Background: an optimization exercise with open tools, aiming at small area and a short achievable clock period. Do not read the settings as production practice.
Function was checked by simulation only, so behaviour that the tests miss may differ from the original.
Power figures rest on the tool's default switching activity, not on a simulated workload.

Setup of red:
// alu_top
module alu_top (
    input  logic                       clk,
    input  logic                       reset,
    input  logic                       enable,
    input  logic [2+4-1:0] op,
    input  logic [32-1:0]      opA,
    input  logic [32-1:0]      opB,
    input  logic                       cIn,
    output logic [32-1:0]      result,
    output logic [6-1:0] flags,
    output logic                       outValid
);
    logic [1:0] unit;
    logic [3:0] fn;
    assign unit = op[5:4];
    assign fn   = op[3:0];
    logic isArith, isLogic, isBits;
    assign isArith = (unit == 2'b01) && (fn < 4'd12);
    assign isLogic = (unit == 2'b10) && (fn < 4'd10);
    assign isBits  = (unit == 2'b11) && (fn < 4'd10);
    logic        isCmp, useB, invY, invX, addC, selP, selG;
    logic [31:0] x, y, p, g, sum;
    logic        cout;
    assign isCmp = fn[3] | (fn[2] & fn[1]);
    always_comb begin
        if (unit[1]) begin
  ...
Size in the first run: ~1,900 cells after synthesis, roughly 110 I/O pins, about 0.010 mm^2 of cells after synthesis.
clock: 10.5 ns
lec_check: 0
abc_area: 1
cap_margin: 20
core_margin: 2
core_utilization: 40
setup_slack_margin: 5
slew_margin: 20
standard.sh (not shown) runs the stock make flow with config.mk's settings and CLKGATE_MAP_FILE= SYNTH_SCRIPT=/design/flow/synth_recipe.tcl, a recipe that flattens the netlist after the stock synthesis.
==> flow/flow/run.sh <==
#!/bin/bash
# The standard layout, with two changes: no full/half adder cells
# (ADDER_MAP_FILE left empty, so ABC maps the adder logic itself), and plain
# buffers (instead of the slow delay-cell default) buffer the ports.
set -euo pipefail
export BUFFER_PORTS_ARGS="-buffer_cell sky130_fd_sc_hd__buf_2"
bash standard.sh ADDER_MAP_FILE= finish > standard_flow.log 2>&1
diff inputs: red => blue
- SETUP_SLACK_MARGIN now 4, was 5
==> flow/flow/run.sh <==
#!/bin/bash
# The standard layout, with two changes: ABC maps with flow/abc.script
# (cells left at their smallest sizes, for the resizer to size in place), and
# plain buffers (instead of the slow delay-cell default) buffer the ports.
set -euo pipefail
export MY_WORK=$PWD
export MY_ABC_SCRIPT=$PWD/flow/abc.script
export BUFFER_PORTS_ARGS="-buffer_cell sky130_fd_sc_hd__buf_2"
bash standard.sh SYNTH_SCRIPT=$PWD/flow/synth_wrap.tcl finish > standard_flow.log 2>&1
==> flow/flow/abc.script (new file) <==
strash
dch
map -B 0.9
topo
stime -c
==> flow/flow/synth_wrap.tcl (new file) <==
# The standard flow's synthesis script, with ABC's mapping script swapped for flow/abc.script.
proc abc {args} {
  set i [lsearch -exact $args -script]
  if { $i >= 0 } { lset args [expr {$i + 1}] $::env(MY_ABC_SCRIPT) }
  yosys abc {*}$args
}
source $::env(MY_WORK)/synth_recipe.tcl
--- outcome ---
Taking blue over red, the non-clock buffer count ratio works out to 0.77. Going from red to blue, global-route total usage across every layer shrinks by 2.7 points. Compared with red, placement density in the core of blue is lower. Relative to red, the peak ir drop on the vdd network measured on blue has decreased by more than a quarter. blue vs red, highest metal layer with signal wires: met4 vs met5. Compared with red, in blue wire length reported by the detailed router went down by 10,000 um; post-route fraction of the period consumed by the critical path increased by 8.1 points relative to the old numbers.
diff inputs: blue => green
diff --git a/flow/flow/run.sh b/flow/flow/run.sh
--- a/flow/flow/run.sh
+++ b/flow/flow/run.sh
@@ -3 +3 @@
-# (cells left at their smallest sizes, for the resizer to size in place), and
+# (area-oriented amap mapping, cells left for the resizer to size), and
==> flow/flow/abc.script <==
strash
dch
amap
topo
stime -c
## What came out
- green against blue: first-pass detailed-route iteration total grew by 1, total non-filler cell area in the finished layout held steady, synthesized cell count shrank by 343, sequential fraction of total cell area held steady, area enclosed by the die boundary shrank by about 10%.
- Comparing blue and green, the higher required time at the endpoint of the critical path was measured on green.
- Of the two values seen for commonest non-fill, non-tap cell in the layout, nor2_1 was produced by green and nand2_1 by blue.
- Between blue and green, the combined global-route utilization of all metal layers is lower for blue.
- Summary of green over blue: clock power share now sits lower, critical path depth now sits higher, sum of net half-perimeters after detailed placement now sits lower.
The inputs of orange differ from those of green as listed below.
==> flow/flow/run.sh <==
#!/bin/bash
# The standard layout, with plain buffers (instead of the slow delay-cell
# default) as the input and output port buffers.
set -euo pipefail
export BUFFER_PORTS_ARGS="-buffer_cell sky130_fd_sc_hd__buf_2"
bash standard.sh finish > standard_flow.log 2>&1
removed: flow/flow/abc.script
removed: flow/flow/synth_wrap.tcl
Notes after the runs:
- orange finished every stage and its layout cleared the timing, DRC and antenna checks.
- green was carried through to the last stage, and its layout satisfied the timing, DRC and antenna checks.
- orange consumes more power than green does.
- Wire length, green and orange, higher one = orange.
- Delta (orange minus green): final-layout worst hold slack shows a reduction of 0.0097 ns; adder-cell share of the synthesized area saw a decrease; path length in cells of the critical path decreased about 24%.
- Max first-iteration DRC count across green and orange: orange


the baseline:
Another version of the RTL of alu_top (not shown whole).
Size: about 1900 cells after synthesis, about 36 flip-flops, ~110 I/O pins, roughly 0.010 mm2 of cells after synthesis.
==> flow/design.v (excerpt) <==
module alu_top (
    input  logic                       clk,
    input  logic                       reset,
    input  logic                       enable,
    input  logic [2+4-1:0] op,
    input  logic [32-1:0]      opA,
    input  logic [32-1:0]      opB,
    input  logic                       cIn,
    output logic [32-1:0]      result,
    output logic [6-1:0] flags,
    output logic                       outValid
);
    logic [1:0] unit;
    logic [3:0] fn;
    assign unit = op[5:4];
    assign fn   = op[3:0];
    logic isArith, isLogic, isBits;
    assign isArith = (unit == 2'b01) && (fn < 4'd12);
    assign isLogic = (unit == 2'b10) && (fn < 4'd10);
    assign isBits  = (unit == 2'b11) && (fn < 4'd10);
    logic        useB, invY, invX, addC, selP, selG;
    logic [31:0] x, y, p, g, sum;
    logic        cout;
    assign useB = unit[1] ? ~(fn[3] & fn[0]) : (fn[3] | ~(fn[2] ^ fn[1]));
    assign invY = unit[1] ? (fn[3] | fn[2] | (fn[1] & fn[0]))
                          : (fn[3] | (fn[2] & fn[1]) | (~fn[2] & fn[0]));
    assign invX = unit[1] ? (~fn[3] & (fn[2] ? (~fn[1] & ~fn[0]) : (fn[1] & fn[0])))
                          : (~fn[3] & fn[2] & ~fn[1] & (~fn[0] | opA[31]));
    assign addC = fn[3] | (fn[2] ? (fn[1] | ~fn[0] | opA[31])
                                 : (fn[1] ? ~fn[0] : (cIn ^ fn[0])));
    assign selP = isLogic & (fn != 4'd0) & (fn != 4'd4) & (fn != 4'd6);
    assign selG = isLogic & ((fn == 4'd0) | (fn == 4'd1) | (fn == 4'd3) | (fn == 4'd4)
                           | (fn == 4'd6) | (fn == 4'd7));
    assign x = opA ^ {32{invX}};
    assign y = (opB & {32{useB}}) ^ {32{invY}};
    assign p = x ^ y;
    assign g = x & y;
    logic [31:0] G, P;
    always_comb begin
        G = g;
        P = p;
        for (int l = 0; l < 5; l++) begin
            for (int i = 0; i < 32; i++) begin
                if ((i >> l) & 1) begin
                    G[i] = G[i] | (P[i] & G[((i >> l) << l) - 1]);
  ...
Settings: LEC_CHECK=0, ABC_AREA=1, CAP_MARGIN=20, CORE_MARGIN=2, CORE_UTILIZATION=40, SETUP_SLACK_MARGIN=4.5, SLEW_MARGIN=20; clock period 10.5 ns.
==> flow/flow/run.sh <==
#!/bin/bash
# The standard layout, with two changes: no full/half adder cells
# (ADDER_MAP_FILE left empty, so ABC maps the adder logic itself), and plain
# buffers (instead of the slow delay-cell default) buffer the ports.
set -euo pipefail
export BUFFER_PORTS_ARGS="-buffer_cell sky130_fd_sc_hd__buf_2"
bash standard.sh ADDER_MAP_FILE= finish > standard_flow.log 2>&1
The baseline finished every stage and its layout cleared the timing, DRC and antenna checks.
Inputs modified between the baseline and the candidate:
diff --git a/flow/config.mk b/flow/config.mk
--- a/flow/config.mk
+++ b/flow/config.mk
@@ -12 +12 @@
-export SETUP_SLACK_MARGIN = 4.5
+export SETUP_SLACK_MARGIN = 5
- Maximum single-stage delay on the critical path (the candidate over the baseline): increase, 0.09 ns
- Comparing the baseline and the candidate, final critical-path share of the clock period is higher on the baseline.
- The candidate vs. the baseline: utilization shows an increase of 3.6 points, proportion of layout cells with a drive suffix above 1 rose 4.2 points.


Setup of v30:
alu_top, a different RTL version from the one above (not shown whole).
Size: about 1800 cells after synthesis, about 36 flip-flops, ~110 I/O pins, roughly 0.0097 sq mm of cells after synthesis.
clock: 10.5 ns
lec_check: 0
abc_area: 1
cap_margin: 20
core_margin: 2
core_utilization: 40
setup_slack_margin: 4.5
slew_margin: 20
==> flow/flow/run.sh <==
#!/bin/bash
# The standard layout, with three changes: no full/half adder cells
# (ADDER_MAP_FILE left empty, so ABC maps the adder logic itself), plain
# buffers (instead of the slow delay-cell default) buffer the ports, and after
# timing repair the resizer downsizes gates on paths with the most slack.
set -euo pipefail
export BUFFER_PORTS_ARGS="-buffer_cell sky130_fd_sc_hd__buf_2"
export RECOVER_POWER=50
bash standard.sh ADDER_MAP_FILE= finish > standard_flow.log 2>&1
[v30] flow finished | final checks: failed | reasons: capacitance limit, slew limit
Input changes introduced in v41 (baseline for comparison: v30):
==> flow/flow/run.sh <==
#!/bin/bash
# The standard layout, with two changes: no full/half adder cells
# (ADDER_MAP_FILE left empty, so ABC maps the adder logic itself), and plain
# buffers (instead of the slow delay-cell default) buffer the ports.
set -euo pipefail
export BUFFER_PORTS_ARGS="-buffer_cell sky130_fd_sc_hd__buf_2"
bash standard.sh ADDER_MAP_FILE= finish > standard_flow.log 2>&1
Findings:
v41: full flow OK, the timing, DRC and antenna checks passed. The lower critical path depth came out of v30. [compare] base=v30 new=v41: switching power as a share of total power went down 0.27 points, minimum period implied by the final worst setup slack went up 7.0 ps. The total power on v30 is in line with that on v41. v41 vs v30, destination of the critical timing path: result[14] vs result[5]. The final reports for v41 and v30 show total of fill cells in the finished design lower in the former. Register bit count reported by yosys came out exactly the same in v30 and v41. From v30 to v41, global-route usage did not move at all. The core occupancy in the finished layout of v41 exceeds that of v30 by 0.21 points. In the reports for v30 and v41, the larger leakage power of the design belongs to v41. v30 -> v41: highest cell delay on the worst timing path flat.
Input changes introduced in v42 (baseline for comparison: v41):
==> flow/flow/run.sh <==
#!/bin/bash
# The standard layout, with three changes: no full/half adder cells
# (ADDER_MAP_FILE left empty, so ABC maps the adder logic itself), plain
# buffers (instead of the slow delay-cell default) buffer the ports, and the
# resizer may swap a cell for one of another footprint.
set -euo pipefail
export BUFFER_PORTS_ARGS="-buffer_cell sky130_fd_sc_hd__buf_2"
bash standard.sh ADDER_MAP_FILE= MATCH_CELL_FOOTPRINT=0 finish > standard_flow.log 2>&1
==> comparison <==
Changes observed in v42 relative to v41: setup slack decreased by 57 ps relative to the old numbers, final area flat.
v41 and v42 ended up with nearly the same wire length on met1.
As far as total power after layout is concerned, v41 and v42 perform about the same.
met3 routed wirelength down about 1.1% in v42 wrt v41
v41 and v42 ended up with nearly the same hold slack.
Net switching fraction of the power essentially unchanged between v42 and v41.
v42 vs. v41: maximum clock frequency went down by 0.0017 GHz.
From v42 to v41, count of sequential standard cells did not move at all.
v41 and v42 ended up with roughly the same maximum number of pins on one net before global-route repair.
Re number of ordinary inverters in the final layout: v41 was lower than v42.
For v7, these inputs were changed with respect to v42:
# v42
export LEC_CHECK = 0
export ABC_AREA = 1
export CAP_MARGIN = 20
export CORE_MARGIN = 2
export CORE_UTILIZATION = 40
export SETUP_SLACK_MARGIN = 4.5
export SLEW_MARGIN = 20
create_clock -name core_clock -period 10.5 [get_ports {clk}]
# v7
export LEC_CHECK = 0
export ABC_AREA = 1
export CAP_MARGIN = 20
export CORE_MARGIN = 2
export CORE_UTILIZATION = 50
export SETUP_SLACK_MARGIN = 4.5
export SLEW_MARGIN = 20
create_clock -name core_clock -period 10.5 [get_ports {clk}]
==> flow/flow/run.sh <==
#!/bin/bash
# The standard layout, with two changes: no full/half adder cells
# (ADDER_MAP_FILE left empty, so ABC maps the adder logic itself), and plain
# buffers (instead of the slow delay-cell default) buffer the ports.
set -euo pipefail
export BUFFER_PORTS_ARGS="-buffer_cell sky130_fd_sc_hd__buf_1"
bash standard.sh ADDER_MAP_FILE= finish > standard_flow.log 2>&1
Results
- Comparing v7 and v42, clock network power share is lower on v7.
- Compared with v42, in v7 maximum number of pins on one net before global-route repair went down about 32%, final area moved down.
- v7 vs v42 — violation count after the first detailed-route iteration dropped by a few percent
- Re first-pass GRT wire length: v42 was higher than v7.

==> afterwards: timing with drivers on the ports <==
How much do the figures lean on ideal ports? The routed layouts below were timed once more, with nothing changed but the port constraints.
Step 1 assumes that a clkbuf_16 drives the clock port and a buf_2 every other input.
Step 2 also shifts input and output timing later by t, the mid clock arrival at the registers, as if the neighbouring blocks saw the same clock.
a / b / c = ideal / step 1 / step 2; a / b = the first two.
run | shift t [ns] | slack for setup (ns) | worst hold slack (ns) | cell pins on the clock port's net
red | 0.323 | 5.017 / 5.011 / 4.689 | 2.053 / 2.038 / 2.361 | 1
blue | 0.325 | 4.171 / 4.185 / 3.860 | 2.018 / 2.004 / 2.328 | 1
green | 0.329 | 3.302 / 3.298 / 2.969 | 2.049 / 2.032 / 2.361 | 1
orange | 0.330 | 4.017 / 4.032 / 3.702 | 2.039 / 2.020 / 2.350 | 1
the baseline | 0.322 | 4.771 / 4.782 / 4.460 | 2.053 / 2.042 / 2.364 | 1
the candidate | 0.322 | 5.109 / 5.125 / 4.804 | 2.055 / 2.043 / 2.365 | 1
v30 | 0.335 | 4.761 / 4.777 / 4.442 | 2.035 / 2.016 / 2.351 | 1
v41 | 0.333 | 4.754 / 4.773 / 4.440 | 2.036 / 2.017 / 2.350 | 1
v42 | 0.333 | 4.697 / 4.712 / 4.379 | 2.034 / 2.015 / 2.348 | 1
v7 | 0.324 | 4.668 / 4.687 / 4.363 | 2.047 / 2.029 / 2.353 | 1
The setup slack of green, which loses most, moves by -0.004 ns with the drivers and by -0.333 ns with both steps.
